What follows belongs to an exercise in optimizing a design on an open flow for small area and a short achievable clock period; a production flow would make more cautious choices.
Only simulation tests tie the RTL to the original design; equivalence was not proved.
No activity file was given, so power comes from the tool's default toggle rates.

==> flow/design.v <==
module name_field_arbiter #(
    parameter int NUM_FIELDS = 10,
    parameter int DATA_W     = 160,
    parameter int IDX_W      = 4
) (
    input  logic                         clk,
    input  logic                         rst,
    input  logic [NUM_FIELDS*DATA_W-1:0] field_data,
    input  logic [NUM_FIELDS-1:0]        field_w,
    output logic [DATA_W-1:0]            out_data,
    output logic [IDX_W-1:0]             out_field,
    output logic                         out_last,
    output logic                         out_valid,
    input  logic                         out_ready,
    output logic [NUM_FIELDS-1:0]        overflow
);
    localparam int NF = NUM_FIELDS;
    function automatic logic [NF-1:0] arb(input logic [NF-1:0] p,
                                          input logic [NF-1:0] m);
        logic [NF-1:0] pm;
        logic          any_pm;
        logic          hi_before, lo_before;
        pm        = p & m;
        any_pm    = |pm;
        hi_before = 1'b0;
        lo_before = 1'b0;
        for (int i = 0; i < NF; i++) begin
            arb[i]    = p[i] & ~(m[i] ? hi_before : (any_pm | lo_before));
            hi_before = hi_before | pm[i];
            lo_before = lo_before | p[i];
        end
    endfunction
    function automatic logic [NF-1:0] mask_after(input logic [NF-1:0] g);
        logic acc;
        acc = g[NF-1];
        for (int k = 0; k < NF; k++) begin
            mask_after[k] = acc;
            acc = acc | g[k];
        end
    endfunction
    logic [NF-1:0][DATA_W-1:0] hold_q;
    logic [NF-1:0]             pend_q;
    logic [NF-1:0]             ovf_q;
    logic [NF-1:0]             mask_q;
    logic [NF-1:0]             sel_q;     
    logic [NF-1:0]             dsel_q;    
    logic [NF-1:0]             seen_q;
    logic                      valid_q;
    logic [DATA_W-1:0]         data_q;
    logic [IDX_W-1:0]          field_q;
    logic                      last_q;
    logic                      slot_free;
    logic                      any_pend;
    logic [NF-1:0]             grant;
    logic [NF-1:0]             load;
    logic [NF-1:0]             seen_set;
    logic [DATA_W-1:0]         sel_data;
    logic [IDX_W-1:0]          sel_idx;
    logic [NF-1:0]             pend_keep, pend_drain;   
    logic [NF-1:0]             mask_drain;
    logic [NF-1:0]             sel_keep, sel_drain;
    assign slot_free = ~valid_q | out_ready;
    assign any_pend  = |sel_q;
    assign grant     = slot_free ? sel_q : '0;
    assign pend_keep  = pend_q | field_w;
    assign pend_drain = (pend_q & ~sel_q) | field_w;
    assign mask_drain = any_pend ? mask_after(sel_q) : mask_q;
    assign sel_keep   = arb(pend_keep, mask_q);
    assign sel_drain  = arb(pend_drain, mask_drain);
    assign load = slot_free ? dsel_q : '0;
    always_comb begin
        sel_data = data_q & {DATA_W{~slot_free}};
        sel_idx  = '0;
        for (int i = 0; i < NF; i++) begin
            sel_data = sel_data | (hold_q[i] & {DATA_W{load[i]}});
            sel_idx  = sel_idx  | (dsel_q[i] ? IDX_W'(i) : '0);
        end
    end
    assign seen_set = seen_q | dsel_q;
    always_ff @(posedge clk) begin
        dsel_q <= slot_free ? sel_drain : sel_keep;
    end
    always_ff @(posedge clk) begin
        for (int i = 0; i < NF; i++)
            if (field_w[i]) hold_q[i] <= field_data[i*DATA_W +: DATA_W];
    end
    always_ff @(posedge clk or posedge rst) begin
        if (rst) begin
            pend_q  <= '0;
            ovf_q   <= '0;
            mask_q  <= '1;
            sel_q   <= '0;
            seen_q  <= '0;
            valid_q <= 1'b0;
        end else begin
            pend_q <= field_w | (pend_q & ~grant);
            ovf_q  <= ovf_q | (field_w & pend_q & ~grant);
            sel_q  <= slot_free ? sel_drain : sel_keep;
            if (slot_free) begin
                valid_q <= any_pend;
                mask_q  <= mask_drain;
                if (any_pend) seen_q <= (&seen_set) ? '0 : seen_set;
            end
        end
    end
    always_ff @(posedge clk) begin
        data_q <= sel_data;
        if (slot_free) begin
            field_q <= sel_idx;
            last_q  <= &seen_set;
        end
    end
    assign out_data  = data_q;
    assign out_field = field_q;
    assign out_last  = last_q;
    assign out_valid = valid_q;
    assign overflow  = ovf_q;
endmodule
==> flow/flow/run.sh <==
#!/bin/bash
# Layout flow: the standard ORFS flow (standard.sh), unchanged except for two
# ORFS knobs it already reads from the environment:
#   - port buffers are sky130_fd_sc_hd__buf_1 instead of the resizer's default pick
#     (a 10 um2 delay buffer); every input and output port still gets its buffer;
#   - pins may sit on every routing track (min distance 1 track) instead of every
#     second one, so the 1789 ports fit on a smaller die.
# Each tool's full output goes to flow_std.log in this folder.
set -euo pipefail
export BUFFER_PORTS_ARGS="-buffer_cell sky130_fd_sc_hd__buf_1"
export PLACE_PINS_ARGS="-min_distance 1 -min_distance_in_tracks"
bash standard.sh finish > flow_std.log 2>&1
==> flow/standard.sh <==
#!/bin/bash
# synth_recipe.tcl (not shown) runs the flow's synth.tcl, then flattens the netlist and writes it again
# the make line also repeats each setting of config.mk as NAME=value (left out here)
make -C /OpenROAD-flow-scripts/flow DESIGN_CONFIG=/design/flow/config.mk WORK_HOME=/design/flow/orfs CLKGATE_MAP_FILE= SYNTH_SCRIPT=/design/flow/synth_recipe.tcl "${@:-finish}"
==> flow/config.mk <==
export PLATFORM = sky130hd
export DESIGN_NAME = name_field_arbiter
export DESIGN_NICKNAME = name_field_arbiter
export VERILOG_FILES = /design/flow/design.v
export SDC_FILE = /design/flow/constraint.sdc
export NUM_CORES = 4
export LEC_CHECK = 0
export CAP_MARGIN = 20
export CORE_AREA = 5 5 375 375
export DIE_AREA = 0 0 380 380
export SETUP_SLACK_MARGIN = 3.9
export SLEW_MARGIN = 20
==> flow/constraint.sdc <==
create_clock -name core_clock -period 6.5 [get_ports {clk}]
set_input_delay 1.3000 -clock core_clock [delete_from_list [all_inputs] [get_ports {clk}]]
set_output_delay 1.3000 -clock core_clock [all_outputs]
set_load 0.01 [all_outputs]
==> notes.md, run 1 <==
# TYPE chip_impl_metric gauge
chip_impl_info{name="outcome",value="complete, no violations"} 1
chip_impl_metric{name="synth_async_sr_flop_share",unit="%"} 2.79
chip_impl_info{name="root_buffer",value="sky130_fd_sc_hd__clkbuf_16"} 1
chip_impl_metric{name="skew",unit="ns"} 0.0428
chip_impl_metric{name="grt_max_degree",unit=""} 101
chip_impl_metric{name="finalNetCount",unit=""} 7108
chip_impl_metric{name="start_util",unit="%"} 47.1
chip_impl_metric{name="synth_area",unit="um^2"} 64000
chip_impl_metric{name="chipHeight",unit="um"} 380
chip_impl_info{name="cts_tree",value="done"} 1
chip_impl_metric{name="vdd_drop_max",unit="V"} 0.000268
chip_impl_metric{name="clkPwrFrac",unit="%"} 30.4
chip_impl_metric{name="vias",unit=""} 50500
chip_impl_metric{name="syn_avg_cell_area",unit="um^2"} 17.7
chip_impl_metric{name="detail_route.wirelength",unit="mm"} 324
chip_impl_metric{name="core_region_area",unit="um^2"} 136000
chip_impl_metric{name="final_min_period_over_clock_period",unit="%"} 42.4
chip_impl_metric{name="synth_warnings",unit=""} 1
chip_impl_metric{name="power_frac_comb",unit="%"} 23.2
chip_impl_metric{name="area_growth_syn_to_layout",unit="%"} 28.7
chip_impl_metric{name="ctsHtreeMaxLevel",unit=""} 4
chip_impl_metric{name="minimum_clock_period_after_layout",unit="ns"} 2.76
chip_impl_metric{name="first_global_vias",unit=""} 47600
chip_impl_metric{name="grt_first_pass_wirelength",unit="mm"} 419
chip_impl_metric{name="detail-route-antenna-nets",unit=""} 0
chip_impl_metric{name="worst-endpoint-arrival",unit="ns"} 3.40
chip_impl_metric{name="ctsLongestPathBuffers",unit=""} 3
chip_impl_metric{name="io_pins",unit=""} 1789
chip_impl_metric{name="globalRouteTotalUtil",unit="%"} 43.0
chip_impl_metric{name="die_area",unit="um^2"} 144000
chip_impl_metric{name="place_inst",unit=""} 7023
chip_impl_metric{name="cell_internal_power",unit="mW"} 23.4
chip_impl_metric{name="row_count",unit=""} 135
chip_impl_metric{name="routabilityCongestion",unit=""} 1.06
chip_impl_metric{name="hold_ws",unit="ns"} 0.460
chip_impl_info{name="synth_flop_cell",value="sky130_fd_sc_hd__edfxtp_1"} 1
chip_impl_metric{name="route.detailed.wl_per_inst",unit="um"} 41.7
chip_impl_metric{name="path_clk_slew",unit="ns"} 0.06
chip_impl_metric{name="maxClockFrequency",unit="MHz"} 363
chip_impl_info{name="most-common-layout-cells",value="1605 x sky130_fd_sc_hd__edfxtp_1, 1602 x sky130_fd_sc_hd__buf_1, 463 x sky130_fd_sc_hd__a22oi_1"} 1
chip_impl_metric{name="synth.distinct_cells",unit=""} 69
chip_impl_metric{name="fin_tns_setup",unit="ns"} 0
chip_impl_info{name="timing_worst_setup_path_type",value="in -> reg"} 1
chip_impl_metric{name="via_per_inst",unit=""} 6.50
chip_impl_info{name="startpoint_kind_of_the_worst_setup_timing_path",value="primary input"} 1
chip_impl_info{name="worstSetupEndpointType",value="flip-flop"} 1
chip_impl_metric{name="postSynthCellCount",unit=""} 3609
chip_impl_metric{name="grt_antenna_before_repair",unit=""} 385
chip_impl_metric{name="worstMarginPinSlew",unit="ns"} 1.14
chip_impl_metric{name="cts.sink_count",unit=""} 1826
chip_impl_metric{name="slew_headroom",unit="%"} 24.1
chip_impl_metric{name="mappedNetlistNets",unit=""} 5222
chip_impl_metric{name="drv_cap",unit=""} 0
chip_impl_metric{name="die_width",unit="um"} 380
chip_impl_metric{name="power_switching_share",unit="%"} 31.3
chip_impl_metric{name="switchingPower",unit="mW"} 10.7
chip_impl_metric{name="final-hold-violation-count",unit=""} 0
chip_impl_metric{name="number_of_buffers_added_by_the_clock_tree_synthesis_step",unit=""} 184
chip_impl_metric{name="final_core_util",unit="%"} 60.7
chip_impl_metric{name="crit_path_max_fanout",unit=""} 81
chip_impl_metric{name="drt_pass1_iterations",unit=""} 6
chip_impl_info{name="unrepaired_setup_endpoints_after_global_routing",value="true"} 1
chip_impl_metric{name="seq_power_share",unit="%"} 46.5
chip_impl_metric{name="synth_seq_cells",unit=""} 1826
chip_impl_metric{name="remaining_drc_errors",unit=""} 0
chip_impl_info{name="most_common_cell_after_layout_fill_and_taps_aside",value="sky130_fd_sc_hd__edfxtp_1"} 1
chip_impl_metric{name="grt.overflow.total",unit=""} 0
chip_impl_metric{name="finalMaxSlewViolations",unit=""} 0
chip_impl_metric{name="number_of_enable_flip_flop_cells_after_synthesis",unit=""} 1605
chip_impl_metric{name="portBuffers",unit=""} 1788
chip_impl_metric{name="p_leak",unit="nW"} 27.1
chip_impl_metric{name="dr.first_iter.drc_count",unit=""} 8194
chip_impl_info{name="holdCritPathClass",value="reg -> reg"} 1
chip_impl_metric{name="final_cell_count_no_fill",unit=""} 7762
chip_impl_metric{name="clk-insertion-delay-late",unit="ns"} 0.81
chip_impl_metric{name="setup_violations",unit=""} 0
chip_impl_metric{name="ys_seq_area_share",unit="%"} 82.6
chip_impl_metric{name="power_density",unit="nW/um^2"} 413
chip_impl_metric{name="hpwlAfterDp",unit="mm"} 209
chip_impl_metric{name="drive_above_1_share",unit="%"} 15.2
chip_impl_metric{name="totalPowerFinal",unit="mW"} 34.0
chip_impl_metric{name="worstPathRequired",unit="ns"} 7.14
[timing repair]
item	in CTS	in global routing
hold buffers	0	0
endpoints found under the setup margin	616	254
pin swaps	8	11
setup buffers	29	15
gates resized for setup	688	58
gates cloned	19	4
[synthesized netlist by cell type (all sizes together) (4+ instances only)]
cell | instances | area, um^2
and2 | 13 | 81.3
nor2 | 210 | 791
nand2 | 34 | 128
nand3 | 168 | 846
a21oi | 15 | 75.1
edfxtp | 1605 | 48200
buf | 63 | 269
dfstp | 10 | 263
inv | 8 | 30.0
nor3 | 15 | 91.3
o32a | 4 | 41.3
or2 | 5 | 31.3
a22oi | 481 | 3610
a221oi | 320 | 2800
a31o | 10 | 87.6
nor2b | 8 | 50.1
o21ai | 183 | 920
dfrtp | 41 | 1030
a31oi | 5 | 31.3
a21o | 12 | 90.1
clkbuf | 165 | 631
dfxtp | 170 | 3400
o22ai | 5 | 31.3
nand4 | 9 | 56.3
nor4 | 5 | 37.5
[cell families after synthesis]
| logic type | count (synthesis) | share of synthesized area [%] |
|---|---|---|
| simple gates | 486 | 3.56 |
| flops | 1826 | 82.6 |
| buf+inv | 236 | 1.45 |
| compound gates | 1061 | 12.4 |
[worst max-delay path: stages]
cell                        delay (ns)
sky130_fd_sc_hd__buf_1            0.14
sky130_fd_sc_hd__nor2b_4          0.07
sky130_fd_sc_hd__buf_12           0.18
sky130_fd_sc_hd__bufbuf_16        0.53
sky130_fd_sc_hd__a221oi_1         0.31
sky130_fd_sc_hd__o21ai_0          0.13
sky130_fd_sc_hd__a221oi_1         0.26
sky130_fd_sc_hd__nand3_1          0.15
[final timing paths]
kind	start	endpoint	slack [ns]	cells after the start
setup / recovery	out_ready	data_q[8]	3.74	8
hold / removal	hold_q[1140]	data_q[20]	0.46	2
setup reg to reg	valid_q	data_q[8]	3.79	8
hold reg to reg	hold_q[1140]	data_q[20]	0.46	2
max in group asynchronous	rst	ovf_q[4]	5.26	3
min in group asynchronous	rst	valid_q	0.71	3
[final cells by class]
class / instances / area [um^2]
Tap cell: 1781 / 2230
Antenna cell: 334 / 836
Fill cell: 10700 / 53400
Sequential cell: 1826 / 53200
Clock buffer: 272 / 5290
Inverter: 8 / 46.3
Multi-Input combinational cell: 1562 / 10700
Clock inverter: 66 / 484
Timing Repair inverter: 1 / 8.76
Timing Repair Buffer: 1912 / 9590
[sequential cells by signal, indices dropped and copies added, names as in the netlist]
| register | cells |
|---|---|
| ovf_q | 10 |
| dsel_q | 10 |
| valid_q | 1 |
| pend_q | 10 |
| mask_q | 10 |
| last_q | 1 |
| sel_q | 10 |
| hold_q | 1600 |
| data_q | 160 |
| seen_q | 10 |
| field_q | 4 |
[power by group through the flow]
stage	registers [mW]	clock network, mW	logic [mW]
after floorplan	15.3	0	3.16
after global placement	15.6	0	6.28
after detailed placement	15.7	0	6.35
after CTS	15.7	10.3	7.42
after global routing	15.9	10.8	8.10
final	15.8	10.3	7.88
[metrics by stage]
stage                     worst slack [ns]  area (um^2)
after CTS                             3.75        81100
final                                 3.74        82400
after floorplan                       3.70        64800
after detailed placement              2.28        73100
after global placement                2.30        73100
after global routing                  3.76        82200
[routing by layer]
layer | wire length (um) | track usage, % | share of wire (%)
met4 | 29900 | 33.9 | 9.2
met1 | 107000 | 51.4 | 33
met5 | 979 | 3.11 | 0.30
met3 | 50600 | 20.9 | 16
met2 | 135000 | 58.9 | 42
==> run 2: changes to the inputs <==
--- a/flow/design.v
+++ b/flow/design.v
@@ -54,3 +54,2 @@
     logic [NF-1:0]             grant;
-    logic [NF-1:0]             load;
     logic [NF-1:0]             seen_set;
@@ -69,8 +68,7 @@
     assign sel_drain  = arb(pend_drain, mask_drain);
-    assign load = slot_free ? dsel_q : '0;
     always_comb begin
-        sel_data = data_q & {DATA_W{~slot_free}};
+        sel_data = '0;
         sel_idx  = '0;
         for (int i = 0; i < NF; i++) begin
-            sel_data = sel_data | (hold_q[i] & {DATA_W{load[i]}});
+            sel_data = sel_data | (hold_q[i] & {DATA_W{dsel_q[i]}});
             sel_idx  = sel_idx  | (dsel_q[i] ? IDX_W'(i) : '0);
@@ -106,4 +104,4 @@
     always_ff @(posedge clk) begin
-        data_q <= sel_data;
         if (slot_free) begin
+            data_q  <= sel_data;
             field_q <= sel_idx;
==> flow/flow/run.sh (replaced) <==
#!/bin/bash
# Layout flow: the standard ORFS flow (standard.sh), unchanged except for two
# ORFS knobs it already reads from the environment:
#   - port buffers are sky130_fd_sc_hd__buf_1 instead of the resizer's default pick
#     (a 10 um2 delay buffer); every input and output port still gets its buffer;
#   - pins sit on the top and bottom edges only (met2), on every track (min
#     distance 1 track) instead of every second one, so the 1789 ports fit on a
#     smaller die; met3 pins on adjacent tracks gave the router a spacing error.
# Each tool's full output goes to flow_std.log in this folder.
set -euo pipefail
export BUFFER_PORTS_ARGS="-buffer_cell sky130_fd_sc_hd__buf_1"
export PLACE_PINS_ARGS="-min_distance 1 -min_distance_in_tracks -exclude left:* -exclude right:*"
bash standard.sh finish > flow_std.log 2>&1
--- a/flow/config.mk
+++ b/flow/config.mk
@@ -8,4 +8,6 @@
 export CAP_MARGIN = 20
-export CORE_AREA = 5 5 375 375
-export DIE_AREA = 0 0 380 380
+export CORE_AREA = 5 5 515 275
+export CTS_CLUSTER_DIAMETER = 80
+export CTS_CLUSTER_SIZE = 24
+export DIE_AREA = 0 0 520 280
 export SETUP_SLACK_MARGIN = 3.9
==> run 2 against run 1 <==
Net effect: clock-buffer cell count shrank 151; non-clock buffer count decreased by 47; critical endpoint is now out_last; first-iteration DRC count fell by 37%; sequential cell count unchanged; power is 20% lower.
==> notes.md, run 2 <==
# TYPE chip_impl_metric gauge
chip_impl_info{name="outcome",value="complete, no violations"} 1
chip_impl_metric{name="row_count",unit=""} 99
chip_impl_metric{name="syn_avg_cell_area",unit="um^2"} 19.7
chip_impl_info{name="largest-register",value="hold_q"} 1
chip_impl_metric{name="mappedNetlistNets",unit=""} 4866
chip_impl_metric{name="core_region_area",unit="um^2"} 137000
chip_impl_metric{name="final-seq-area",unit="um^2"} 54500
chip_impl_metric{name="detail-route-antenna-nets",unit=""} 0
chip_impl_metric{name="route.detailed.wl_per_inst",unit="um"} 37.6
chip_impl_metric{name="dr.first_iter.drc_count",unit=""} 5159
chip_impl_info{name="synth_flop_cell",value="sky130_fd_sc_hd__edfxtp_1"} 1
chip_impl_metric{name="minimum_clock_period_after_layout",unit="ns"} 2.66
chip_impl_info{name="synth.most_common_cell",value="sky130_fd_sc_hd__edfxtp_1"} 1
chip_impl_info{name="grt-busiest-layer",value="met2"} 1
chip_impl_metric{name="synth_warnings",unit=""} 1
chip_impl_metric{name="drv_cap",unit=""} 0
chip_impl_metric{name="use_met1",unit="%"} 36.9
chip_impl_metric{name="synth_simple_gate_area_share",unit="%"} 2.75
chip_impl_metric{name="ctsHtreeMaxLevel",unit=""} 3
chip_impl_metric{name="synth_seq_cells",unit=""} 1826
chip_impl_metric{name="holdBufCountCts",unit=""} 0
chip_impl_metric{name="worstMarginPinSlew",unit="ns"} 1.15
chip_impl_info{name="synth_top_family_by_area",value="compound AO/OA/AOI/OAI gates"} 1
chip_impl_info{name="synth_common_cells",value="1765 x sky130_fd_sc_hd__edfxtp_1, 480 x sky130_fd_sc_hd__a22oi_1, 167 x sky130_fd_sc_hd__clkbuf_1, 163 x sky130_fd_sc_hd__nand4_1"} 1
chip_impl_metric{name="slew_headroom",unit="%"} 23.6
chip_impl_metric{name="portBuffers",unit=""} 1788
chip_impl_metric{name="path_clk_slew",unit="ns"} 0.11
chip_impl_metric{name="post_synthesis_xor_xnor_area_fraction",unit="%"} 0
chip_impl_info{name="unrepaired_setup_endpoints_after_global_routing",value="true"} 1
chip_impl_metric{name="timing.critical_path.slowest_cell_delay",unit="ns"} 0.47
chip_impl_metric{name="hpwlAfterDp",unit="mm"} 192
chip_impl_metric{name="fill_cell_count",unit=""} 11300
chip_impl_metric{name="grt.overflow.total",unit=""} 0
chip_impl_metric{name="synthMuxAreaShare",unit="%"} 0
chip_impl_metric{name="vdd_drop_max",unit="V"} 0.000239
chip_impl_metric{name="routabilityCongestion",unit=""} 0.970
chip_impl_info{name="timing_worst_setup_path_type",value="reg -> out"} 1
chip_impl_metric{name="globalRouteMet3Util",unit="%"} 6.81
chip_impl_metric{name="multiInputGateArea",unit="um^2"} 9160
chip_impl_info{name="worst_r2r_startpoint",value="dsel_q[4]"} 1
chip_impl_metric{name="synth_adder_area_share",unit="%"} 0
chip_impl_info{name="cp-startpoint",value="last_q"} 1
chip_impl_metric{name="remaining_drc_errors",unit=""} 0
chip_impl_metric{name="hold_ws",unit="ns"} 0.493
chip_impl_metric{name="io_pins",unit=""} 1789
chip_impl_metric{name="ys_seq_area_share",unit="%"} 84.9
chip_impl_metric{name="synth.distinct_cells",unit=""} 56
chip_impl_info{name="most-common-layout-cells",value="1765 x sky130_fd_sc_hd__edfxtp_1, 1630 x sky130_fd_sc_hd__buf_1, 480 x sky130_fd_sc_hd__a22oi_1"} 1
chip_impl_metric{name="detail_route.wirelength",unit="mm"} 274
chip_impl_metric{name="area_growth_syn_to_layout",unit="%"} 21.1
chip_impl_metric{name="final_min_period_over_clock_period",unit="%"} 41.0
chip_impl_metric{name="postSynthCellCount",unit=""} 3253
chip_impl_metric{name="grt_max_degree",unit=""} 115
chip_impl_info{name="startpoint_of_the_worst_hold_path",value="mask_q[8]"} 1
chip_impl_metric{name="start_util",unit="%"} 46.8
chip_impl_metric{name="skew",unit="ns"} 0.0272
chip_impl_metric{name="die_width",unit="um"} 520
chip_impl_info{name="cts_tree",value="done"} 1
chip_impl_metric{name="number_of_enable_flip_flop_cells_after_synthesis",unit=""} 1765
chip_impl_info{name="cpLargestDelayFamily",value="flip-flops"} 1
chip_impl_metric{name="final-hold-violation-count",unit=""} 0
chip_impl_info{name="crit_chain",value="buf_6"} 1
chip_impl_metric{name="setup_violations",unit=""} 0
chip_impl_metric{name="drt_pass1_iterations",unit=""} 6
chip_impl_metric{name="timing.reg2reg.setup_slack",unit="ns"} 3.93
chip_impl_metric{name="worst-endpoint-arrival",unit="ns"} 1.36
chip_impl_metric{name="drive_above_1_share",unit="%"} 8.13
chip_impl_metric{name="globalRouteTotalUtil",unit="%"} 35.8
chip_impl_metric{name="fin_tns_setup",unit="ns"} 0
chip_impl_info{name="most_common_cell_after_layout_fill_and_taps_aside",value="sky130_fd_sc_hd__edfxtp_1"} 1
chip_impl_metric{name="ctsLongestPathBuffers",unit=""} 3
chip_impl_info{name="worstReg2RegEnd",value="data_q[97]"} 1
chip_impl_metric{name="grt_antenna_before_repair",unit=""} 377
chip_impl_metric{name="via_per_inst",unit=""} 6.11
chip_impl_metric{name="grt_first_pass_wirelength",unit="mm"} 353
chip_impl_metric{name="cts.sink_count",unit=""} 1826
chip_impl_info{name="holdPathEnd",value="mask_q[8]"} 1
chip_impl_info{name="root_buffer",value="sky130_fd_sc_hd__clkbuf_16"} 1
chip_impl_metric{name="groute.layer.met2.usage",unit="%"} 55.6
chip_impl_metric{name="synth_top_area_share",unit="%"} 82.6
chip_impl_metric{name="maxClockFrequency",unit="MHz"} 375
chip_impl_info{name="synth.top_cells.by_area",value="sky130_fd_sc_hd__edfxtp_1 83%, sky130_fd_sc_hd__a22oi_1 5.6%, sky130_fd_sc_hd__a221oi_1 2.2%"} 1
chip_impl_metric{name="synth_area",unit="um^2"} 64200
chip_impl_metric{name="synth_async_sr_flop_share",unit="%"} 2.79
chip_impl_metric{name="worstHoldPathCells",unit=""} 2
chip_impl_info{name="critPathSlowestCell",value="sky130_fd_sc_hd__edfxtp_1"} 1
chip_impl_info{name="synth_largest_area_cell",value="sky130_fd_sc_hd__edfxtp_1"} 1
chip_impl_info{name="holdCritPathClass",value="reg -> reg"} 1
chip_impl_metric{name="finalMaxSlewViolations",unit=""} 0
chip_impl_info{name="worstSetupEndpointType",value="primary output"} 1
chip_impl_info{name="startpoint_kind_of_the_worst_setup_timing_path",value="flip-flop"} 1
chip_impl_metric{name="chipHeight",unit="um"} 280
chip_impl_metric{name="first_global_vias",unit=""} 43400
chip_impl_metric{name="largest_register_ffs",unit=""} 1600
chip_impl_metric{name="clk-insertion-delay-late",unit="ns"} 0.73
chip_impl_metric{name="power_density",unit="nW/um^2"} 351
chip_impl_metric{name="number_of_buffers_added_by_the_clock_tree_synthesis_step",unit=""} 86
chip_impl_metric{name="rr_worst_depth",unit=""} 4
chip_impl_metric{name="die_area",unit="um^2"} 146000
chip_impl_info{name="registers_with_the_highest_flip_flop_counts",value="hold_q x1600, data_q x160"} 1
chip_impl_metric{name="worstPathRequired",unit="ns"} 5.20
chip_impl_metric{name="vias",unit=""} 44500
chip_impl_metric{name="cp_num_buf_inv",unit=""} 1
chip_impl_metric{name="p_leak",unit="nW"} 24.7
chip_impl_metric{name="synth_compound_gate_area_share",unit="%"} 11.2
chip_impl_metric{name="finalNetCount",unit=""} 6628
chip_impl_metric{name="crit_path_max_fanout",unit=""} 1
-- run 2: cell count changes after synthesis, sizes merged, moves of 160 or more --
cell	previous run	this run
nor2	210	48
o21ai	183	21
a221oi	320	160
dfxtp	170	10
edfxtp	1605	1765
a22o	0	160
-- run 2: layout make-up --
type	instances	area share, %
multi-input combinational	1222	11.8
timing repair buffer	1865	10.6
inverter	14	0.0837
sequential	1826	70.2
tap	1818	2.93
clock buffer	121	3.05
antenna	403	1.30
clock inverter	7	0.0821
-- run 2: power by group --
part / total (mW) / internal [mW] / switching (mW)
registers: 15.5 / 14.7 / 0.736
logic: 5.52 / 2.00 / 3.53
clock network: 6.27 / 2.57 / 3.70
-- run 2: how the worst max path moves through the flow --
stage           endpoint  slack [ns]  depth (start not counted)
4_1_cts         out_last        3.78                          1
6_report        out_last        3.84                          1
3_3_place_gp   dsel_q[9]        2.73                          6
3_5_place_dp   dsel_q[9]        2.74                          6
2_1_floorplan   sel_q[9]        3.69                          6
5_1_grt         out_last        3.80                          1
-- run 2: per-stage QoR --
step / utilization (%) / total power [mW] / area, um^2 / cells / worst slack (ns)
6_report: 56.6 / 27.2 / 77700 / 7276 / 3.84
3_3_place_gp: 53.4 / 20.5 / 73200 / 6729 / 2.73
4_1_cts: 55.7 / 27.0 / 76400 / 6864 / 3.78
3_5_place_dp: 53.4 / 20.6 / 73200 / 6729 / 2.74
5_1_grt: 56.6 / 28.0 / 77700 / 7247 / 3.80
2_1_floorplan: - / 17.9 / 64300 / 3253 / 3.69
-- run 2: cell families after synthesis --
logic type | after synthesis
flops | 1826
compound gates | 913
simple gates | 309
buf+inv | 205
-- run 2: layer usage --
layer  part of all wire [%]  up-vias
li1                       -    17700
met4                     15        8
met5                  0.019        -
met3                    6.6     1341
met1                     30    22200
met2                     48     3202
-- run 2: repair_timing --
item,4_1_cts,5_1_grt
pin swaps,3,11
cloned,1,1
buffers inserted,6,8
endpoints found under the setup margin,572,245
resized for setup,273,76
==> run 3: changes to the inputs <==
--- a/flow/config.mk
+++ b/flow/config.mk
@@ -12,3 +12,3 @@
 export DIE_AREA = 0 0 520 280
-export SETUP_SLACK_MARGIN = 3.9
-export SLEW_MARGIN = 20
+export SETUP_SLACK_MARGIN = 4.2
+export SLEW_MARGIN = 50
==> run 3 against run 2 <==
Net effect: sequential cell count stayed put; critical endpoint is now out_data[2]; area after synthesis stayed put; design area is 1.2% higher; clock skew is 0.0066 ns higher; combinational power is 4.0% higher; utilization is 0.66 points higher; sequential share of layout area is 0.80 points lower; clock power is 1% lower; critical path depth stayed put; final cell count is 0.30% higher.
==> notes.md, run 3 <==
# TYPE chip_impl_metric gauge
chip_impl_metric{name="io_pins",unit=""} 1789
chip_impl_metric{name="grt.overflow.total",unit=""} 0
chip_impl_metric{name="number_of_enable_flip_flop_cells_after_synthesis",unit=""} 1765
chip_impl_metric{name="synth.distinct_cells",unit=""} 56
chip_impl_info{name="crit_chain",value="buf_1"} 1
chip_impl_info{name="cp-startpoint",value="data_q[2]"} 1
chip_impl_metric{name="pre_cts_slack",unit="ns"} 2.67
chip_impl_metric{name="remaining_drc_errors",unit=""} 0
chip_impl_metric{name="multiInputGateArea",unit="um^2"} 9350
chip_impl_metric{name="timing.critical_path.depth",unit=""} 1
chip_impl_metric{name="detailed_place.area",unit="um^2"} 73700
chip_impl_metric{name="synth_async_sr_flop_share",unit="%"} 2.79
chip_impl_metric{name="final_min_period_over_clock_period",unit="%"} 42.8
chip_impl_metric{name="worstMarginPinSlew",unit="ns"} 0.788
chip_impl_metric{name="p_leak",unit="nW"} 25.2
chip_impl_metric{name="ctsHtreeMaxLevel",unit=""} 3
chip_impl_info{name="synth_common_cells",value="1765 x sky130_fd_sc_hd__edfxtp_1, 480 x sky130_fd_sc_hd__a22oi_1, 167 x sky130_fd_sc_hd__clkbuf_1, 163 x sky130_fd_sc_hd__nand4_1"} 1
chip_impl_metric{name="timing.critical_path.slowest_cell_delay",unit="ns"} 0.56
chip_impl_metric{name="final_cell_count_no_fill",unit=""} 7298
chip_impl_info{name="worstReg2RegEnd",value="dsel_q[6]"} 1
chip_impl_metric{name="drv_cap",unit=""} 0
chip_impl_metric{name="drive_above_1_share",unit="%"} 9.58
chip_impl_metric{name="grt_first_pass_wirelength",unit="mm"} 355
chip_impl_metric{name="drt_pass1_iterations",unit=""} 23
chip_impl_metric{name="hpwlAfterDp",unit="mm"} 194
chip_impl_info{name="synth_largest_area_cell",value="sky130_fd_sc_hd__edfxtp_1"} 1
chip_impl_metric{name="setup_violations",unit=""} 0
chip_impl_metric{name="vias",unit=""} 44600
chip_impl_metric{name="die_area",unit="um^2"} 146000
chip_impl_metric{name="area_growth_syn_to_layout",unit="%"} 22.5
chip_impl_metric{name="portBuffers",unit=""} 1788
chip_impl_info{name="timing_worst_setup_path_type",value="reg -> out"} 1
chip_impl_metric{name="fill_cell_count",unit=""} 11200
chip_impl_info{name="worstSetupEndpointType",value="primary output"} 1
chip_impl_info{name="synth.top_cells.by_area",value="sky130_fd_sc_hd__edfxtp_1 83%, sky130_fd_sc_hd__a22oi_1 5.6%, sky130_fd_sc_hd__a221oi_1 2.2%"} 1
chip_impl_info{name="cts_tree",value="done"} 1
chip_impl_info{name="outcome",value="complete, no violations"} 1
chip_impl_metric{name="cp_num_buf_inv",unit=""} 1
chip_impl_metric{name="chipHeight",unit="um"} 280
chip_impl_metric{name="row_count",unit=""} 99
chip_impl_info{name="worst_r2r_startpoint",value="sel_q[5]"} 1
chip_impl_metric{name="holdBufCountCts",unit=""} 0
chip_impl_info{name="largest-register",value="hold_q"} 1
chip_impl_info{name="startpoint_kind_of_the_worst_setup_timing_path",value="flip-flop"} 1
chip_impl_metric{name="grt_max_degree",unit=""} 91
chip_impl_metric{name="start_util",unit="%"} 46.8
chip_impl_metric{name="worst-endpoint-arrival",unit="ns"} 1.48
chip_impl_metric{name="number_of_buffers_added_by_the_clock_tree_synthesis_step",unit=""} 87
chip_impl_metric{name="finalInstanceArea",unit="um^2"} 78600
chip_impl_metric{name="final-hold-violation-count",unit=""} 0
chip_impl_metric{name="mappedNetlistNets",unit=""} 4866
chip_impl_metric{name="final-seq-area",unit="um^2"} 54500
chip_impl_metric{name="cts.sink_count",unit=""} 1826
chip_impl_info{name="holdCritPathClass",value="reg -> reg"} 1
chip_impl_metric{name="finalNetCount",unit=""} 6667
chip_impl_metric{name="hold_ws",unit="ns"} 0.506
chip_impl_metric{name="slew_headroom",unit="%"} 47.5
chip_impl_metric{name="globalRouteTotalUtil",unit="%"} 36.0
chip_impl_metric{name="synth_seq_cells",unit=""} 1826
chip_impl_metric{name="totalPowerFinal",unit="mW"} 27.3
chip_impl_info{name="crit_end",value="out_data[2]"} 1
chip_impl_info{name="unrepaired_setup_endpoints_after_global_routing",value="true"} 1
chip_impl_metric{name="first_global_vias",unit=""} 43000
chip_impl_metric{name="clk-insertion-delay-late",unit="ns"} 0.73
chip_impl_metric{name="skew",unit="ns"} 0.0339
chip_impl_metric{name="via_per_inst",unit=""} 6.12
chip_impl_metric{name="minimum_clock_period_after_layout",unit="ns"} 2.78
chip_impl_info{name="critPathSlowestCell",value="sky130_fd_sc_hd__edfxtp_1"} 1
chip_impl_info{name="most-common-layout-cells",value="1765 x sky130_fd_sc_hd__edfxtp_1, 1606 x sky130_fd_sc_hd__buf_1, 480 x sky130_fd_sc_hd__a22oi_1"} 1
chip_impl_info{name="registers_with_the_highest_flip_flop_counts",value="hold_q x1600, data_q x160"} 1
chip_impl_metric{name="synth_warnings",unit=""} 1
chip_impl_metric{name="place_inst",unit=""} 6744
chip_impl_metric{name="maxClockFrequency",unit="MHz"} 359
chip_impl_metric{name="grt_antenna_before_repair",unit=""} 372
chip_impl_metric{name="core_region_area",unit="um^2"} 137000
chip_impl_metric{name="worstPathRequired",unit="ns"} 5.20
chip_impl_metric{name="syn_avg_cell_area",unit="um^2"} 19.7
chip_impl_metric{name="power_density",unit="nW/um^2"} 348
chip_impl_metric{name="timing.final.ws_setup",unit="ns"} 3.72
chip_impl_metric{name="finalMaxSlewViolations",unit=""} 0
chip_impl_metric{name="rr_worst_depth",unit=""} 7
chip_impl_metric{name="path_clk_slew",unit="ns"} 0.09
chip_impl_info{name="most_common_cell_after_layout_fill_and_taps_aside",value="sky130_fd_sc_hd__edfxtp_1"} 1
chip_impl_info{name="root_buffer",value="sky130_fd_sc_hd__clkbuf_16"} 1
chip_impl_metric{name="route.detailed.wl_per_inst",unit="um"} 37.8
chip_impl_metric{name="detail_route.wirelength",unit="mm"} 276
chip_impl_metric{name="crit_path_max_fanout",unit=""} 1
chip_impl_metric{name="die_width",unit="um"} 520
chip_impl_metric{name="vdd_drop_max",unit="V"} 0.000213
chip_impl_info{name="synth.most_common_cell",value="sky130_fd_sc_hd__edfxtp_1"} 1
chip_impl_info{name="synth_flop_cell",value="sky130_fd_sc_hd__edfxtp_1"} 1
chip_impl_info{name="cpLargestDelayFamily",value="flip-flops"} 1
chip_impl_metric{name="ctsLongestPathBuffers",unit=""} 3
chip_impl_metric{name="final_core_util",unit="%"} 57.3
chip_impl_metric{name="timing.reg2reg.setup_slack",unit="ns"} 4.08
chip_impl_metric{name="ys_seq_area_share",unit="%"} 84.9
chip_impl_metric{name="dr.first_iter.drc_count",unit=""} 5510
chip_impl_metric{name="routabilityCongestion",unit=""} 0.995
chip_impl_metric{name="synth_top_area_share",unit="%"} 82.6
chip_impl_metric{name="fin_tns_setup",unit="ns"} 0
chip_impl_metric{name="largest_register_ffs",unit=""} 1600
chip_impl_metric{name="postSynthCellCount",unit=""} 3253
chip_impl_metric{name="synth_area",unit="um^2"} 64200
chip_impl_metric{name="detail-route-antenna-nets",unit=""} 0
[run 3: cell counts after synthesis]
Identical to the previous run, type by type.
[run 3: power by group]
group	switching, mW	total, mW	internal [mW]
Clock	3.67	6.20	2.53
Combinational	3.61	5.74	2.13
Sequential	0.669	15.4	14.7
[run 3: what timing repair did]
| action | CTS | global route |
|---|---|---|
| setup endpoints to repair | 678 | 314 |
| cloned | 4 | 0 |
| setup buffers | 22 | 11 |
| resized for setup | 322 | 91 |
| pin swaps | 14 | 12 |
[run 3: cell type report]
class	count	area share [%]
diodes	398	1.27
clock buffers	113	2.95
clock inverters	4	0.0700
inverters	14	0.0875
multi-input cells	1222	11.9
flip-flops and latches	1826	69.4
well taps	1818	2.89
repair buffers	1903	11.5
[run 3: worst min path at each step]
| stage | startpoint | end | slack, ns | depth (start not counted) |
|---|---|---|---|---|
| 6_report | seen_q[0] | seen_q[0] | 0.51 | 2 |
| 3_3_place_gp | ovf_q[1] | ovf_q[1] | 0.45 | 1 |
| 5_1_grt | seen_q[3] | seen_q[3] | 0.52 | 2 |
| 4_1_cts | seen_q[6] | seen_q[6] | 0.51 | 2 |
| 3_5_place_dp | ovf_q[7] | ovf_q[7] | 0.46 | 1 |
| 2_1_floorplan | mask_q[8] | mask_q[8] | 0.45 | 2 |
[run 3: kinds of logic after synthesis]
group                  share of synthesized area, %
and+or+nand+nor                                2.75
DFF                                            84.9
AOI/OAI and AO/OA                              11.2
buffers and inverters                          1.20
[run 3: per-layer routing]
| layer | routed length (um) | track usage, % | up-vias |
|---|---|---|---|
| met5 | 27 | 0.0644 | - |
| met4 | 40400 | 46.4 | 4 |
| met3 | 18500 | 6.07 | 1353 |
| met2 | 134000 | 56.0 | 3189 |
| met1 | 83100 | 37.8 | 22300 |
| li1 | - | - | 17800 |
[run 3: worst reg2reg max path: stages, from the launching register on]
cell,delay [ns]
sky130_fd_sc_hd__dfrtp_2,0.43
sky130_fd_sc_hd__or4_4,0.59
sky130_fd_sc_hd__or3_4,0.40
sky130_fd_sc_hd__a2bb2oi_4,0.19
sky130_fd_sc_hd__nor3_4,0.17
sky130_fd_sc_hd__buf_12,0.15
sky130_fd_sc_hd__nand3_4,0.14
sky130_fd_sc_hd__o211ai_1,0.25
==> run 4: changes to the inputs <==
--- a/flow/flow/run.sh
+++ b/flow/flow/run.sh
@@ -1,4 +1,7 @@
 #!/bin/bash
-# Layout flow: the standard ORFS flow (standard.sh), unchanged except for two
+# Layout flow: the standard ORFS flow (standard.sh), unchanged except for three
 # ORFS knobs it already reads from the environment:
+#   - clock nets may use met2 (the platform's default lowest clock layer is met3),
+#     so the clock port's wire can leave its met2 pin without a via stack that
+#     crowds the pins on the neighbouring tracks;
 #   - port buffers are sky130_fd_sc_hd__buf_1 instead of the resizer's default pick
@@ -11,2 +14,3 @@
 export BUFFER_PORTS_ARGS="-buffer_cell sky130_fd_sc_hd__buf_1"
+export MIN_CLK_ROUTING_LAYER=met2
 export PLACE_PINS_ARGS="-min_distance 1 -min_distance_in_tracks -exclude left:* -exclude right:*"
--- a/flow/config.mk
+++ b/flow/config.mk
@@ -12,3 +12,3 @@
 export DIE_AREA = 0 0 520 280
-export SETUP_SLACK_MARGIN = 4.2
-export SLEW_MARGIN = 50
+export SETUP_SLACK_MARGIN = 3.9
+export SLEW_MARGIN = 60
==> run 4 against run 3 <==
Net effect: still clean on timing, DRC and antenna; design area barely moved; die area did not move; non-clock buffer count fell by 6; clock-buffer cell count rose by 6; final cell count rose by 0.22%; fmax rose by 4.6%; power barely moved; clock power barely moved; sequential cell count did not move; worst setup slack improved by 0.12 ns; clock skew rose by 0.0050 ns; wire length fell by 0.56%; critical path type unchanged; critical endpoint is now out_last; largest power group unchanged.
==> notes.md, run 4 <==
# TYPE chip_impl_metric gauge
chip_impl_metric{name="worstMarginPinSlew",unit="ns"} 0.658
chip_impl_metric{name="first_global_vias",unit=""} 43500
chip_impl_info{name="cpLargestDelayFamily",value="flip-flops"} 1
chip_impl_metric{name="chipHeight",unit="um"} 280
chip_impl_metric{name="hold_ws",unit="ns"} 0.479
chip_impl_metric{name="routabilityCongestion",unit=""} 0.970
chip_impl_metric{name="vias",unit=""} 44700
chip_impl_metric{name="final_cell_count_no_fill",unit=""} 7314
chip_impl_metric{name="die_width",unit="um"} 520
chip_impl_metric{name="postSynthCellCount",unit=""} 3253
chip_impl_metric{name="dr.first_iter.drc_count",unit=""} 5452
chip_impl_metric{name="finalNetCount",unit=""} 6660
chip_impl_metric{name="portBuffers",unit=""} 1788
chip_impl_info{name="holdCritPathClass",value="reg -> reg"} 1
chip_impl_metric{name="cts.sink_count",unit=""} 1826
chip_impl_metric{name="drive_above_1_share",unit="%"} 8.65
chip_impl_metric{name="ctsHtreeMaxLevel",unit=""} 3
chip_impl_metric{name="largest_register_ffs",unit=""} 1600
chip_impl_info{name="cts_tree",value="done"} 1
chip_impl_info{name="synth.most_common_cell",value="sky130_fd_sc_hd__edfxtp_1"} 1
chip_impl_metric{name="setup_violations",unit=""} 0
chip_impl_metric{name="synth_async_sr_flop_share",unit="%"} 2.79
chip_impl_metric{name="globalRouteTotalUtil",unit="%"} 35.9
chip_impl_info{name="root_buffer",value="sky130_fd_sc_hd__clkbuf_16"} 1
chip_impl_metric{name="fin_tns_setup",unit="ns"} 0
chip_impl_metric{name="detail-route-antenna-nets",unit=""} 0
chip_impl_metric{name="maxClockFrequency",unit="MHz"} 376
chip_impl_metric{name="worst-endpoint-arrival",unit="ns"} 1.36
chip_impl_info{name="registers_with_the_highest_flip_flop_counts",value="hold_q x1600, data_q x160"} 1
chip_impl_metric{name="minimum_clock_period_after_layout",unit="ns"} 2.66
chip_impl_info{name="synth_common_cells",value="1765 x sky130_fd_sc_hd__edfxtp_1, 480 x sky130_fd_sc_hd__a22oi_1, 167 x sky130_fd_sc_hd__clkbuf_1, 163 x sky130_fd_sc_hd__nand4_1"} 1
chip_impl_info{name="unrepaired_setup_endpoints_after_global_routing",value="true"} 1
chip_impl_metric{name="synth_warnings",unit=""} 1
chip_impl_metric{name="die_area",unit="um^2"} 146000
chip_impl_info{name="synth_flop_cell",value="sky130_fd_sc_hd__edfxtp_1"} 1
chip_impl_metric{name="number_of_buffers_added_by_the_clock_tree_synthesis_step",unit=""} 86
chip_impl_metric{name="timing.critical_path.slowest_cell_delay",unit="ns"} 0.47
chip_impl_metric{name="slew_headroom",unit="%"} 56.1
chip_impl_metric{name="start_util",unit="%"} 46.8
chip_impl_metric{name="ys_seq_area_share",unit="%"} 84.9
chip_impl_info{name="synth.top_cells.by_area",value="sky130_fd_sc_hd__edfxtp_1 83%, sky130_fd_sc_hd__a22oi_1 5.6%, sky130_fd_sc_hd__a221oi_1 2.2%"} 1
chip_impl_info{name="crit_chain",value="buf_6"} 1
chip_impl_metric{name="synth.distinct_cells",unit=""} 56
chip_impl_metric{name="clk-insertion-delay-late",unit="ns"} 0.73
chip_impl_metric{name="hpwlAfterDp",unit="mm"} 197
chip_impl_metric{name="crit_path_max_fanout",unit=""} 1
chip_impl_metric{name="drv_cap",unit=""} 0
chip_impl_info{name="startpoint_kind_of_the_worst_setup_timing_path",value="flip-flop"} 1
chip_impl_metric{name="remaining_drc_errors",unit=""} 0
chip_impl_metric{name="fill_cell_count",unit=""} 11200
chip_impl_metric{name="final-hold-violation-count",unit=""} 0
chip_impl_metric{name="number_of_enable_flip_flop_cells_after_synthesis",unit=""} 1765
chip_impl_metric{name="final_min_period_over_clock_period",unit="%"} 40.9
chip_impl_metric{name="synth_top_area_share",unit="%"} 82.6
chip_impl_metric{name="ctsLongestPathBuffers",unit=""} 3
chip_impl_metric{name="place_inst",unit=""} 6758
chip_impl_info{name="most_common_cell_after_layout_fill_and_taps_aside",value="sky130_fd_sc_hd__edfxtp_1"} 1
chip_impl_metric{name="finalInstanceArea",unit="um^2"} 78600
chip_impl_metric{name="path_clk_slew",unit="ns"} 0.10
chip_impl_metric{name="p_leak",unit="nW"} 25.1
chip_impl_metric{name="syn_avg_cell_area",unit="um^2"} 19.7
chip_impl_metric{name="vdd_drop_max",unit="V"} 0.000224
chip_impl_info{name="most-common-layout-cells",value="1765 x sky130_fd_sc_hd__edfxtp_1, 1628 x sky130_fd_sc_hd__buf_1, 480 x sky130_fd_sc_hd__a22oi_1"} 1
chip_impl_info{name="largest-register",value="hold_q"} 1
chip_impl_metric{name="detailed_place.area",unit="um^2"} 74100
chip_impl_metric{name="grt_antenna_before_repair",unit=""} 380
chip_impl_info{name="critPathSlowestCell",value="sky130_fd_sc_hd__edfxtp_1"} 1
chip_impl_info{name="worstSetupEndpointType",value="primary output"} 1
chip_impl_metric{name="synth_area",unit="um^2"} 64200
chip_impl_metric{name="detail_route.wirelength",unit="mm"} 274
chip_impl_metric{name="power_density",unit="nW/um^2"} 348
chip_impl_metric{name="via_per_inst",unit=""} 6.11
chip_impl_metric{name="row_count",unit=""} 99
chip_impl_metric{name="mappedNetlistNets",unit=""} 4866
chip_impl_metric{name="cp_num_buf_inv",unit=""} 1
chip_impl_metric{name="io_pins",unit=""} 1789
chip_impl_info{name="synth_largest_area_cell",value="sky130_fd_sc_hd__edfxtp_1"} 1
chip_impl_metric{name="grt.overflow.total",unit=""} 0
chip_impl_metric{name="drt_pass1_iterations",unit=""} 5
chip_impl_info{name="outcome",value="complete, no violations"} 1
chip_impl_info{name="timing_worst_setup_path_type",value="reg -> out"} 1
chip_impl_metric{name="synth_seq_cells",unit=""} 1826
chip_impl_metric{name="core_region_area",unit="um^2"} 137000
chip_impl_metric{name="route.detailed.wl_per_inst",unit="um"} 37.5
chip_impl_metric{name="finalMaxSlewViolations",unit=""} 0
chip_impl_metric{name="worstPathRequired",unit="ns"} 5.20
chip_impl_metric{name="holdBufCountCts",unit=""} 0
chip_impl_metric{name="skew",unit="ns"} 0.0388
chip_impl_metric{name="area_growth_syn_to_layout",unit="%"} 22.4
chip_impl_metric{name="grt_first_pass_wirelength",unit="mm"} 354
chip_impl_metric{name="grt_max_degree",unit=""} 89
[run 4: cell counts after synthesis]
Identical to the previous run, type by type.
[run 4: metrics by stage]
stage | utilization (%) | worst slack [ns] | power (mW)
CTS | 56.1 | 3.79 | 27.0
global route | 57.2 | 3.78 | 28.1
global placement | 53.4 | 2.73 | 20.5
floorplan | - | 3.69 | 17.9
detailed placement | 54.0 | 2.69 | 20.8
finish | 57.2 | 3.84 | 27.3
[run 4: layout make-up]
cell class,instances,area (um^2),area share [%]
Antenna cell,411,1030,1.31
Clock buffer,119,2320,2.95
Clock inverter,7,67.6,0.0860
Inverter,14,65.1,0.0828
Multi-Input combinational cell,1222,9150,11.6
Sequential cell,1826,54500,69.4
Tap cell,1818,2270,2.90
Timing Repair Buffer,1897,9130,11.6
[run 4: cells by family after synthesis]
| kind of cell | after synthesis | share of synthesized area [%] |
|---|---|---|
| flops | 1826 | 84.9 |
| buf+inv | 205 | 1.20 |
| simple gates | 309 | 2.75 |
| compound gates | 913 | 11.2 |
[run 4: metal layers]
| layer | track usage (%) | up-vias | share of wire, % |
|---|---|---|---|
| met4 | 44.7 | 6 | 14 |
| met2 | 57.0 | 3243 | 49 |
| met1 | 37.3 | 22300 | 30 |
| li1 | - | 17800 | - |
| met3 | 6.09 | 1288 | 6.5 |
| met5 | 0.225 | - | 0.013 |
[run 4: report_power, final]
part | internal, mW | switching (mW) | total, mW
clock network | 2.52 | 3.65 | 6.17
logic | 2.14 | 3.62 | 5.76
registers | 14.7 | 0.670 | 15.4
total | 19.4 | 7.94 | 27.3
[run 4: worst paths after layout]
path / endpoint / slack [ns] / start / cells after the start
max: out_last / 3.84 / last_q / 1
max reg2reg: dsel_q[4] / 3.93 / sel_q[4] / 7
min in group asynchronous: ovf_q[7] / 0.69 / rst / 3
min: ovf_q[1] / 0.48 / ovf_q[1] / 1
min reg2reg: ovf_q[1] / 0.48 / ovf_q[1] / 1
max in group asynchronous: ovf_q[3] / 5.41 / rst / 3
[run 4: repair_timing]
action	4_1_cts	5_1_grt
resized for setup	225	102
setup buffers	5	5
pin swaps	4	1
cloned	0	0
setup endpoints to repair	218	145
==> run 5: changes to the inputs <==
--- a/flow/config.mk
+++ b/flow/config.mk
@@ -7,3 +7,3 @@
 export LEC_CHECK = 0
-export CAP_MARGIN = 20
+export CAP_MARGIN = 40
 export CORE_AREA = 5 5 515 275
@@ -13,2 +13,2 @@
 export SETUP_SLACK_MARGIN = 3.9
-export SLEW_MARGIN = 60
+export SLEW_MARGIN = 40
==> run 5 against run 4 <==
Net effect: global-route usage is essentially flat; combinational power shrank 1%; fmax shrank 0.45%; final cell count down 0.25%; critical path depth unchanged; clock-buffer cell count fell by 1; sequential cell count is the same; sequential share of layout area rose by 0.51 points; power is essentially flat; sequential power is essentially flat; worst hold slack better by 0.014 ns; via count fell by 0.52%; largest power group unchanged.
==> notes.md, run 5 <==
# TYPE chip_impl_metric gauge
chip_impl_info{name="synth.most_common_cell",value="sky130_fd_sc_hd__edfxtp_1"} 1
chip_impl_info{name="outcome",value="complete, no violations"} 1
chip_impl_info{name="cts_tree",value="done"} 1
chip_impl_metric{name="io_pins",unit=""} 1789
chip_impl_metric{name="ctsHtreeMaxLevel",unit=""} 3
chip_impl_info{name="largest-register",value="hold_q"} 1
chip_impl_metric{name="worstMarginPinSlew",unit="ns"} 1.08
chip_impl_metric{name="grt_antenna_before_repair",unit=""} 391
chip_impl_info{name="registers_with_the_highest_flip_flop_counts",value="hold_q x1600, data_q x160"} 1
chip_impl_metric{name="timing.critical_path.slowest_cell_delay",unit="ns"} 0.48
chip_impl_info{name="most_common_cell_after_layout_fill_and_taps_aside",value="sky130_fd_sc_hd__edfxtp_1"} 1
chip_impl_metric{name="holdBufCountCts",unit=""} 0
chip_impl_metric{name="skew",unit="ns"} 0.0369
chip_impl_info{name="timing_worst_setup_path_type",value="reg -> out"} 1
chip_impl_metric{name="drt_pass1_iterations",unit=""} 6
chip_impl_metric{name="worst-endpoint-arrival",unit="ns"} 1.37
chip_impl_metric{name="start_util",unit="%"} 46.8
chip_impl_metric{name="detailed_place.area",unit="um^2"} 73300
chip_impl_metric{name="switchingPower",unit="mW"} 7.97
chip_impl_metric{name="drive_above_1_share",unit="%"} 8.53
chip_impl_metric{name="final_min_period_over_clock_period",unit="%"} 41.1
chip_impl_info{name="crit_chain",value="buf_6"} 1
chip_impl_metric{name="via_per_inst",unit=""} 6.09
chip_impl_info{name="synth_largest_area_cell",value="sky130_fd_sc_hd__edfxtp_1"} 1
chip_impl_metric{name="area_growth_syn_to_layout",unit="%"} 21.5
chip_impl_metric{name="maxClockFrequency",unit="MHz"} 374
chip_impl_metric{name="cp_num_buf_inv",unit=""} 1
chip_impl_metric{name="vias",unit=""} 44400
chip_impl_metric{name="mappedNetlistNets",unit=""} 4866
chip_impl_info{name="synth_common_cells",value="1765 x sky130_fd_sc_hd__edfxtp_1, 480 x sky130_fd_sc_hd__a22oi_1, 167 x sky130_fd_sc_hd__clkbuf_1, 163 x sky130_fd_sc_hd__nand4_1"} 1
chip_impl_metric{name="path_clk_slew",unit="ns"} 0.10
chip_impl_metric{name="cts.sink_count",unit=""} 1826
chip_impl_metric{name="detail_route.wirelength",unit="mm"} 275
chip_impl_metric{name="routabilityCongestion",unit=""} 0.970
chip_impl_metric{name="postSynthCellCount",unit=""} 3253
chip_impl_metric{name="chipHeight",unit="um"} 280
chip_impl_metric{name="p_leak",unit="nW"} 24.9
chip_impl_metric{name="syn_avg_cell_area",unit="um^2"} 19.7
chip_impl_metric{name="die_area",unit="um^2"} 146000
chip_impl_metric{name="grt.overflow.total",unit=""} 0
chip_impl_metric{name="ys_seq_area_share",unit="%"} 84.9
chip_impl_metric{name="crit_path_max_fanout",unit=""} 1
chip_impl_info{name="most-common-layout-cells",value="1765 x sky130_fd_sc_hd__edfxtp_1, 1616 x sky130_fd_sc_hd__buf_1, 480 x sky130_fd_sc_hd__a22oi_1"} 1
chip_impl_info{name="cpLargestDelayFamily",value="flip-flops"} 1
chip_impl_metric{name="final_core_util",unit="%"} 56.8
chip_impl_metric{name="grt_first_pass_wirelength",unit="mm"} 354
chip_impl_info{name="critPathSlowestCell",value="sky130_fd_sc_hd__edfxtp_1"} 1
chip_impl_info{name="synth_flop_cell",value="sky130_fd_sc_hd__edfxtp_1"} 1
chip_impl_metric{name="number_of_enable_flip_flop_cells_after_synthesis",unit=""} 1765
chip_impl_metric{name="portBuffers",unit=""} 1788
chip_impl_metric{name="dr.first_iter.drc_count",unit=""} 5243
chip_impl_info{name="startpoint_kind_of_the_worst_setup_timing_path",value="flip-flop"} 1
chip_impl_metric{name="remaining_drc_errors",unit=""} 0
chip_impl_metric{name="power_switching_share",unit="%"} 29.1
chip_impl_metric{name="fin_tns_setup",unit="ns"} 0
chip_impl_metric{name="finalInstanceArea",unit="um^2"} 78000
chip_impl_metric{name="row_count",unit=""} 99
chip_impl_metric{name="globalRouteTotalUtil",unit="%"} 35.9
chip_impl_metric{name="grt_max_degree",unit=""} 115
chip_impl_metric{name="synth_async_sr_flop_share",unit="%"} 2.79
chip_impl_info{name="synth.top_cells.by_area",value="sky130_fd_sc_hd__edfxtp_1 83%, sky130_fd_sc_hd__a22oi_1 5.6%, sky130_fd_sc_hd__a221oi_1 2.2%"} 1
chip_impl_metric{name="synth_warnings",unit=""} 1
chip_impl_metric{name="hpwlAfterDp",unit="mm"} 193
chip_impl_metric{name="synth.distinct_cells",unit=""} 56
chip_impl_metric{name="slew_headroom",unit="%"} 27.9
chip_impl_metric{name="seq_power_share",unit="%"} 56.4
chip_impl_metric{name="synth_seq_cells",unit=""} 1826
chip_impl_metric{name="route.detailed.wl_per_inst",unit="um"} 37.7
chip_impl_metric{name="detail-route-antenna-nets",unit=""} 0
chip_impl_metric{name="clk-insertion-delay-late",unit="ns"} 0.73
chip_impl_metric{name="clkPwrFrac",unit="%"} 22.8
chip_impl_metric{name="power_frac_comb",unit="%"} 20.8
chip_impl_metric{name="die_width",unit="um"} 520
chip_impl_metric{name="largest_register_ffs",unit=""} 1600
chip_impl_info{name="holdCritPathClass",value="reg -> reg"} 1
chip_impl_metric{name="minimum_clock_period_after_layout",unit="ns"} 2.67
chip_impl_metric{name="number_of_buffers_added_by_the_clock_tree_synthesis_step",unit=""} 86
chip_impl_metric{name="finalMaxSlewViolations",unit=""} 0
chip_impl_metric{name="first_global_vias",unit=""} 43200
chip_impl_metric{name="vdd_drop_max",unit="V"} 0.000215
chip_impl_info{name="root_buffer",value="sky130_fd_sc_hd__clkbuf_16"} 1
chip_impl_metric{name="setup_violations",unit=""} 0
chip_impl_info{name="unrepaired_setup_endpoints_after_global_routing",value="true"} 1
chip_impl_metric{name="worstPathRequired",unit="ns"} 5.20
chip_impl_info{name="worstSetupEndpointType",value="primary output"} 1
chip_impl_metric{name="synth_top_area_share",unit="%"} 82.6
chip_impl_metric{name="drv_cap",unit=""} 0
chip_impl_metric{name="totalPowerFinal",unit="mW"} 27.3
chip_impl_metric{name="core_region_area",unit="um^2"} 137000
chip_impl_metric{name="ctsLongestPathBuffers",unit=""} 3
chip_impl_metric{name="finalNetCount",unit=""} 6637
chip_impl_metric{name="power_density",unit="nW/um^2"} 350
chip_impl_metric{name="cell_internal_power",unit="mW"} 19.4
chip_impl_metric{name="final-hold-violation-count",unit=""} 0
chip_impl_metric{name="synth_area",unit="um^2"} 64200
==> run 5: repair_timing <==
item                                    CTS  global route
endpoints found under the setup margin  460           255
setup buffers                             6             9
resized for setup                       268           109
pin swaps                                 3             5
cloned                                    3             1
==> run 5: power by group through the flow <==
stage	sequential (mW)	combinational [mW]	clock (mW)
after CTS	15.4	5.37	6.25
after floorplan	15.6	2.25	0
after detailed placement	15.6	5.00	0
after global placement	15.6	4.90	0
final	15.4	5.68	6.24
after global routing	15.5	5.88	6.71
==> run 5: final timing paths <==
path                                start         to  slack [ns]  cells past startpoint
worst max-delay path               last_q   out_last        3.83                      1
worst min-delay path            mask_q[8]  mask_q[8]        0.49                      2
worst max register to register   sel_q[2]  dsel_q[6]        3.92                      6
worst min register to register  mask_q[8]  mask_q[8]        0.49                      2
max in group asynchronous             rst   ovf_q[3]        5.38                      3
min in group asynchronous             rst   sel_q[6]        0.67                      3
==> run 5: kinds of logic after synthesis <==
kind of cell / count (synthesis) / synth area share [%]
AND/OR/NAND/NOR: 309 / 2.75
buffers and inverters: 205 / 1.20
flip-flops: 1826 / 84.9
AO/OA/AOI/OAI: 913 / 11.2
==> run 5: per-layer routing <==
layer | wire [um] | part of all wire [%] | track usage (%)
met4 | 39600 | 14 | 45.5
met1 | 82700 | 30 | 37.5
met3 | 18300 | 6.7 | 6.13
met5 | 81 | 0.029 | 0
met2 | 134000 | 49 | 56.5
==> run 5: cell type report <==
class | count | area (um^2)
Tap cell | 1818 | 2270
Multi-Input combinational cell | 1222 | 9150
Sequential cell | 1826 | 54500
Timing Repair inverter | 1 | 8.76
Clock buffer | 118 | 2310
Timing Repair Buffer | 1873 | 8520
Inverter | 14 | 68.8
Clock inverter | 8 | 93.8
Fill cell | 11300 | 59200
Antenna cell | 416 | 1040
==> run 5: through the flow <==
| stage | std cells | hold slack, ns | setup WS [ns] |
|---|---|---|---|
| after global routing | 7262 | 0.510 | 3.77 |
| after floorplan | 3253 | 0.452 | 3.69 |
| after detailed placement | 6733 | 0.457 | 2.63 |
| final | 7296 | 0.493 | 3.83 |
| after global placement | 6729 | 0.455 | 2.73 |
| after CTS | 6868 | 0.496 | 3.77 |

==> re-timing with driven ports <==
Ports are ideal in the flow. The routed layouts listed here were re-timed in OpenROAD.
Step 1 assumes that a clkbuf_16 drives the clock port and a buf_2 every other input.
Step 2, shift: input delay + t, output delay - t, t = (earliest + latest rising clock arrival at the registers) / 2. This alone moves slack from input paths to output paths.
Slacks: no drivers / after step 1 / after step 2; pairs: no drivers / after step 1.
run | shift t [ns] | setup slack, ns | worst setup path after step 2 | pins driven straight from the clock port
run 1 | 0.875 | 3.745 / 3.715 / 2.883 | input to register | 1
run 2 | 0.791 | 3.836 / 3.760 / 3.007 | input to register | 1
run 3 | 0.786 | 3.718 / 3.648 / 3.307 | input to register | 1
run 4 | 0.776 | 3.840 / 3.772 / 3.121 | input to register | 1
run 5 | 0.783 | 3.828 / 3.758 / 3.059 | input to register | 1
After both steps every run listed still meets setup and hold. For run 1, which loses most, drivers alone change the setup slack by -0.030 ns; drivers and shift together by -0.862 ns.
